What follows belongs to an exercise in optimizing a design on an open flow for small area; a production flow would make more cautious choices. The RTL was checked by simulation tests, not by an equivalence proof against the original design. No activity file was given, so power comes from the tool's default toggle rates. The clock port is modelled as an ideal driver; clocking choices that lean on that would not hold on a real chip.

==> job 5276 <==
// systolic_job_ctrl
module systolic_job_ctrl
#(
    parameter int unsigned DATAWIDTH = 16,
    parameter int unsigned N_SIZE    = 8
) (
    input  logic                          clk,
    input  logic                          rst_n,
    input  logic                          ld_valid,
    output logic                          ld_ready,
    input  logic                          ld_sel,
    input  logic [N_SIZE*DATAWIDTH-1:0]   ld_data,
    output logic                          res_valid,
    input  logic                          res_ready,
    output logic [N_SIZE*2*DATAWIDTH-1:0] res_data,
    output logic                          res_last,
    output logic                          busy,
    output logic                          err,
    output logic                          arr_rst_n,
    output logic                          arr_valid_in,
    output logic [N_SIZE*DATAWIDTH-1:0]   arr_a,
    output logic [N_SIZE*DATAWIDTH-1:0]   arr_b,
    input  logic                          arr_valid_out,
    input  logic [N_SIZE*2*DATAWIDTH-1:0] arr_c
);
==> module sys_mat_buf, before the edit <==
module sys_mat_buf
#(
    parameter int unsigned WIDTH  = 16,
    parameter int unsigned N_SIZE = 5
) (
    input  logic                     clk,
    input  logic                     shift,
    input  logic                     keep,
    input  logic [WIDTH-1:0]         wr_data,
    output logic [WIDTH-1:0]         head
);
    localparam int unsigned SW = WIDTH + 1;
    logic [N_SIZE*SW-1:0] mem_q;
    always_ff @(posedge clk) begin
        mem_q <= ({N_SIZE*SW{shift}} & ~{1'b0, wr_data, mem_q[N_SIZE*SW-1:SW]})
               | ({N_SIZE*SW{keep}}  & ~mem_q);
    end
    assign head = mem_q[WIDTH-1:0] ^ {WIDTH{mem_q[WIDTH]}};
endmodule
==> module systolic_job_ctrl, before the edit <==
module systolic_job_ctrl
#(
    parameter int unsigned DATAWIDTH = 16,
    parameter int unsigned N_SIZE    = 8
) (
    input  logic                          clk,
    input  logic                          rst_n,
    input  logic                          ld_valid,
    output logic                          ld_ready,
    input  logic                          ld_sel,
    input  logic [N_SIZE*DATAWIDTH-1:0]   ld_data,
    output logic                          res_valid,
    input  logic                          res_ready,
    output logic [N_SIZE*2*DATAWIDTH-1:0] res_data,
    output logic                          res_last,
    output logic                          busy,
    output logic                          err,
    output logic                          arr_rst_n,
    output logic                          arr_valid_in,
    output logic [N_SIZE*DATAWIDTH-1:0]   arr_a,
    output logic [N_SIZE*DATAWIDTH-1:0]   arr_b,
    input  logic                          arr_valid_out,
    input  logic [N_SIZE*2*DATAWIDTH-1:0] arr_c
);
    localparam int unsigned   IW      = ((N_SIZE < 2) ? 1 : $clog2(N_SIZE));
    localparam int unsigned   RW      = N_SIZE * DATAWIDTH;
    localparam int unsigned   CRW     = N_SIZE * 2 * DATAWIDTH;
    localparam logic [IW-1:0] LastIdx = IW'(N_SIZE - 1);
    sys_job_pkg::state_t state_q, state_d;
    logic [IW-1:0] a_cnt_q, a_cnt_d;
    logic [IW-1:0] b_cnt_q, b_cnt_d;
    logic          a_full_q, a_full_d;
    logic          b_full_q, b_full_d;
    logic [IW-1:0] idx_q, idx_d;
    logic            in_load, in_feed, in_collect, in_out;
    logic            ld_fire, a_wr, b_wr, idx_step, idx_last;
    logic            a_keep, b_shift, b_keep, c_shift, c_keep;
    assign in_load    = (state_q == StLoad);
    assign in_feed    = (state_q == StFeed);
    assign in_collect = (state_q == StCollect);
    assign in_out     = (state_q == StOut);
    assign ld_ready = !in_feed && !(ld_sel ? b_full_q : a_full_q);
    assign ld_fire  = ld_valid && ld_ready;
    assign a_wr     = ld_fire && !ld_sel;
    assign b_wr     = ld_fire && ld_sel;
    assign idx_step = in_feed || (in_collect && arr_valid_out) || (in_out && res_ready);
    assign idx_last = (idx_q == LastIdx);
    assign a_keep  = !a_wr && !in_feed && (a_full_q || (a_cnt_q != '0));
    assign b_shift = b_wr || in_feed;
    assign b_keep  = !b_shift && (b_full_q || (b_cnt_q != '0));
    assign c_shift = (in_collect && arr_valid_out) || (in_out && res_ready);
    assign c_keep  = state_q[1] && !c_shift;
    assign res_valid    = in_out;
    assign res_last     = in_out && idx_last;
    assign busy         = !in_load;
    assign err          = 1'b0;
    assign arr_rst_n    = state_q[0];
    assign arr_valid_in = in_feed;
    logic [RW:0] a_q [N_SIZE];
    logic [RW:0] a_up [N_SIZE];
    logic [RW:0] a_left [N_SIZE];
    always_comb begin
        for (int i = 0; i < N_SIZE; i++) begin
            a_up[i]   = (i == N_SIZE - 1) ? {1'b0, ld_data} : a_q[(i + 1) % N_SIZE];
            a_left[i] = {a_q[i][RW], {DATAWIDTH{1'b0}}, a_q[i][RW-1:DATAWIDTH]};
            arr_a[i*DATAWIDTH +: DATAWIDTH] = a_q[i][DATAWIDTH-1:0] ^ {DATAWIDTH{a_q[i][RW]}};
        end
    end
    always_ff @(posedge clk) begin
        for (int i = 0; i < N_SIZE; i++) begin
            a_q[i] <= ~(({(RW+1){a_wr}} & a_up[i]) | ({(RW+1){in_feed}} & a_left[i])
                      | ({(RW+1){a_keep}} & a_q[i]));
        end
    end
    sys_mat_buf #(
        .WIDTH  (RW),
        .N_SIZE (N_SIZE)
    ) u_b_buf (
        .clk     (clk),
        .shift   (b_shift),
        .keep    (b_keep),
        .wr_data (ld_data),
        .head    (arr_b)
    );
    sys_mat_buf #(
        .WIDTH  (CRW),
        .N_SIZE (N_SIZE)
    ) u_c_buf (
        .clk     (clk),
        .shift   (c_shift),
        .keep    (c_keep),
        .wr_data (arr_c),
        .head    (res_data)
    );
    always_comb begin
        state_d  = state_q;
        a_cnt_d  = a_cnt_q;
        b_cnt_d  = b_cnt_q;
        a_full_d = a_full_q;
        b_full_d = b_full_q;
        idx_d    = idx_step ? idx_q + 1'b1 : idx_q;
        if (a_wr) begin
            a_cnt_d = a_cnt_q + 1'b1;
            if (a_cnt_q == LastIdx) a_full_d = 1'b1;
        end
        if (b_wr) begin
            b_cnt_d = b_cnt_q + 1'b1;
            if (b_cnt_q == LastIdx) b_full_d = 1'b1;
        end
        unique case (state_q)
            StLoad: begin
                if (a_full_q && b_full_q) state_d = StFeed;
            end
            StFeed: begin
                if (idx_last) begin
                    state_d  = StCollect;
                    a_full_d = 1'b0;
                    b_full_d = 1'b0;
                end
            end
            StCollect: begin
                if (arr_valid_out && idx_last) state_d = StOut;
            end
            StOut: begin
                if (res_ready && idx_last) begin
                    state_d = (a_full_q && b_full_q) ? StFeed : StLoad;
                end
            end
            default: state_d = StLoad;
        endcase
    end
    always_ff @(posedge clk or negedge rst_n) begin
        if (!rst_n) begin
            state_q  <= StLoad;
            a_cnt_q  <= '0;
            b_cnt_q  <= '0;
            a_full_q <= 1'b0;
            b_full_q <= 1'b0;
            idx_q    <= '0;
        end else begin
            state_q  <= state_d;
            a_cnt_q  <= a_cnt_d;
            b_cnt_q  <= b_cnt_d;
            a_full_q <= a_full_d;
            b_full_q <= b_full_d;
            idx_q    <= idx_d;
        end
    end
endmodule
==> flow/config.mk <==
export PLATFORM = sky130hd
export DESIGN_NAME = systolic_job_ctrl
export DESIGN_NICKNAME = systolic_job_ctrl
export VERILOG_FILES = /design/flow/design.v
export SDC_FILE = /design/flow/constraint.sdc
export NUM_CORES = 4
export LEC_CHECK = 0
export CAP_MARGIN = 20
export CORE_MARGIN = 2
export CORE_UTILIZATION = 45
export SLEW_MARGIN = 20
==> flow/constraint.sdc <==
create_clock -name core_clock -period 10.0 [get_ports {clk}]
set_input_delay 2.0000 -clock core_clock [delete_from_list [all_inputs] [get_ports {clk}]]
set_output_delay 2.0000 -clock core_clock [all_outputs]
set_load 0.01 [all_outputs]
standard.sh (not shown) runs the stock make flow with config.mk's settings and CLKGATE_MAP_FILE= SYNTH_SCRIPT=/design/flow/synth_recipe.tcl, a recipe that flattens the netlist after the stock synthesis.
==> flow/flow/run.sh <==
#!/bin/bash
# Own layout flow: the standard flow, with three changes:
#   - synthesis maps logic with an area-oriented ABC script (flow/area.abc) in place of ORFS's;
#     everything else in synthesis (registers, names) is the standard synthesis script
#   - ports are buffered with the smallest buffer
#   - clock tree: explicit clustering, no dummy loads
#   - the resizer caps fanout (flow/fanout.tcl) when it buffers high-fanout nets
# Each tool's output stays in orfs/logs/; make's own output goes to flow_make.log here.
set -euo pipefail
W=$PWD
export MY_ABC_SCRIPT=$W/flow/area.abc
export PRE_RESIZE_TCL=$W/flow/fanout.tcl
{
  echo 'proc abc {args} { set i [lsearch -exact $args -script]; if {$i >= 0} { lset args [expr {$i + 1}] $::env(MY_ABC_SCRIPT) }; yosys abc {*}$args }'
  cat "$W/synth_recipe.tcl"
} > "$W/flow_synth.tcl"
CTS="-sink_clustering_enable -repair_clock_nets -dont_use_dummy_load -sink_clustering_size 30 -sink_clustering_max_diameter 100 -buf_list sky130_fd_sc_hd__clkbuf_16"
bash "$W/standard.sh" \
  "SYNTH_SCRIPT=$W/flow_synth.tcl" \
  "BUFFER_PORTS_ARGS=-buffer_cell sky130_fd_sc_hd__buf_1" \
  "CTS_ARGS=$CTS" \
  finish > "$W/flow_make.log" 2>&1
==> flow/flow/area.abc <==
strash
&get -n
&st
&dch
&nf -R 1000
&put
==> flow/flow/fanout.tcl <==
# Cap fanout before the resizer buffers high-fanout nets, so that no routed net is huge.
set_max_fanout 48 [current_design]
==> inputs of job 3457, as changes to job 5276 <==
--- a/flow/design.v
+++ b/flow/design.v
@@ -18,11 +18,10 @@
     input  logic [WIDTH-1:0]         wr_data,
-    output logic [WIDTH-1:0]         head
+    output logic [N_SIZE*WIDTH-1:0]  rows
 );
-    localparam int unsigned SW = WIDTH + 1;
-    logic [N_SIZE*SW-1:0] mem_q;
+    logic [N_SIZE*WIDTH-1:0] mem_q;
     always_ff @(posedge clk) begin
-        mem_q <= ({N_SIZE*SW{shift}} & ~{1'b0, wr_data, mem_q[N_SIZE*SW-1:SW]})
-               | ({N_SIZE*SW{keep}}  & ~mem_q);
+        mem_q <= ({N_SIZE*WIDTH{shift}} & ~{wr_data, mem_q[N_SIZE*WIDTH-1:WIDTH]})
+               | ({N_SIZE*WIDTH{keep}}  & ~mem_q);
     end
-    assign head = mem_q[WIDTH-1:0] ^ {WIDTH{mem_q[WIDTH]}};
+    assign rows = mem_q;
 endmodule
@@ -63,2 +62,3 @@
     logic [IW-1:0] idx_q, idx_d;
+    logic          ph_q;
     logic            in_load, in_feed, in_collect, in_out;
@@ -66,2 +66,6 @@
     logic            a_keep, b_shift, b_keep, c_shift, c_keep;
+    logic [N_SIZE*RW-1:0] b_rows;
+    logic [N_SIZE*CRW-1:0] c_rows;
+    logic [RW-1:0]   ld_x, a_col;
+    logic [CRW-1:0]  arr_c_x;
     assign in_load    = (state_q == StLoad);
@@ -83,2 +87,3 @@
     assign res_last     = in_out && idx_last;
+    assign res_data     = c_rows[CRW-1:0] ^ {CRW{ph_q}};
     assign busy         = !in_load;
@@ -87,10 +92,14 @@
     assign arr_valid_in = in_feed;
-    logic [RW:0] a_q [N_SIZE];
-    logic [RW:0] a_up [N_SIZE];
-    logic [RW:0] a_left [N_SIZE];
+    assign arr_b        = b_rows[RW-1:0] ^ {RW{ph_q}};
+    assign arr_a        = a_col ^ {RW{ph_q}};
+    assign ld_x    = ld_data ^ {RW{ph_q}};
+    assign arr_c_x = arr_c ^ {CRW{ph_q}};
+    logic [RW-1:0] a_q [N_SIZE];
+    logic [RW-1:0] a_up [N_SIZE];
+    logic [RW-1:0] a_left [N_SIZE];
     always_comb begin
         for (int i = 0; i < N_SIZE; i++) begin
-            a_up[i]   = (i == N_SIZE - 1) ? {1'b0, ld_data} : a_q[(i + 1) % N_SIZE];
-            a_left[i] = {a_q[i][RW], {DATAWIDTH{1'b0}}, a_q[i][RW-1:DATAWIDTH]};
-            arr_a[i*DATAWIDTH +: DATAWIDTH] = a_q[i][DATAWIDTH-1:0] ^ {DATAWIDTH{a_q[i][RW]}};
+            a_up[i]   = (i == N_SIZE - 1) ? ld_x : a_q[(i + 1) % N_SIZE];
+            a_left[i] = {{DATAWIDTH{1'b0}}, a_q[i][RW-1:DATAWIDTH]};
+            a_col[i*DATAWIDTH +: DATAWIDTH] = a_q[i][DATAWIDTH-1:0];
         end
@@ -99,4 +108,3 @@
         for (int i = 0; i < N_SIZE; i++) begin
-            a_q[i] <= ~(({(RW+1){a_wr}} & a_up[i]) | ({(RW+1){in_feed}} & a_left[i])
-                      | ({(RW+1){a_keep}} & a_q[i]));
+            a_q[i] <= ~(({RW{a_wr}} & a_up[i]) | ({RW{in_feed}} & a_left[i]) | ({RW{a_keep}} & a_q[i]));
         end
@@ -110,4 +118,4 @@
         .keep    (b_keep),
-        .wr_data (ld_data),
-        .head    (arr_b)
+        .wr_data (ld_x),
+        .rows    (b_rows)
     );
@@ -120,4 +128,4 @@
         .keep    (c_keep),
-        .wr_data (arr_c),
-        .head    (res_data)
+        .wr_data (arr_c_x),
+        .rows    (c_rows)
     );
@@ -168,2 +176,3 @@
             idx_q    <= '0;
+            ph_q     <= 1'b0;
         end else begin
@@ -175,2 +184,3 @@
             idx_q    <= idx_d;
+            ph_q     <= !ph_q;
         end
--- a/flow/flow/run.sh
+++ b/flow/flow/run.sh
@@ -6,3 +6,2 @@
 #   - clock tree: explicit clustering, no dummy loads
-#   - the resizer caps fanout (flow/fanout.tcl) when it buffers high-fanout nets
 # Each tool's output stays in orfs/logs/; make's own output goes to flow_make.log here.
@@ -11,3 +10,2 @@
 export MY_ABC_SCRIPT=$W/flow/area.abc
-export PRE_RESIZE_TCL=$W/flow/fanout.tcl
 {
CORE_UTILIZATION = 55   (was 45)
removed: flow/flow/fanout.tcl
==> flow_summary_export.csv <==
group,metric,value,unit
synth,ys_ff_latch,4110,
layout,num-nonclk-buffers,997,
timing,fin_crit_sh,59.77,%
global_routing,met2_usage,35.04,%
power,combPwrFrac,31.7,%
layout,clkbuf_count,154,
synth,synth_nets,9558,
worst_setup_path,worstPathCellList,"buf_4, buf_4, xor2_1, buf_1",
outcome,status,"no timing/DRC/antenna violations",
worst_setup_path,r2r.worst_path.cells,9,
drt,drt-vias-per-instance,6.366,
Source of the figures above: job 3457

==> flow_summary_export.csv <==
group,metric,value,unit
worst_setup_path,start_kind,"primary input",
cts,h-tree-depth,4,
timing,fin_crit_sh,72.37,%
power,combPwrFrac,33.9,%
synth,synth_nets,9221,
outcome,status,"no timing/DRC/antenna violations",
worst_setup_path,worstPathCellList,"buf_1, and3_1, a21oi_4, buf_12, clkdlybuf4s50_1, buf_2, buf_4, buf_2, buf_12, clkdlybuf4s50_1, buf_2, o22ai_1",
layout,num-nonclk-buffers,1196,
worst_setup_path,r2r.worst_path.cells,11,
global_routing,met2_usage,31.64,%
synth,synth_top_family_by_area,"compound AO/OA/AOI/OAI gates",
Source of the figures above: job 5276

separate check: timing with driven ports:
No port has a modelled driver above. Below, the same layouts with a new extraction and two added sets of constraints.
Step 1: set_driving_cell puts a clkbuf_16 on clk and a buf_2 on each other input, an assumption about the parent block.
Step 2 adds t to the input delays and takes it off the output delays; t is the mean of the earliest and latest rising clock arrival at the registers after step 1. Input paths then give back, and output paths get back, about the clock's delay inside the block.
Three values: ideal, step 1, step 2; two values: the first two.
| run | shift t [ns] | setup slack, ns | slew at the worst register clock pin (ns) | worst slew at a driven data input, ns | pins driven straight from the clock port |
|---|---|---|---|---|---|
| job 5276 | 0.894 | 2.763 / 2.838 / 1.944 | 0.11 / 0.11 | 0.20 | 1 |
| job 3457 | 0.912 | 4.023 / 3.929 / 3.672 | 0.11 / 0.11 | 0.15 | 1 |
After both steps every run listed still meets setup and hold. For job 5276, which loses most, drivers alone change the setup slack by +0.075 ns; drivers and shift together by -0.819 ns.
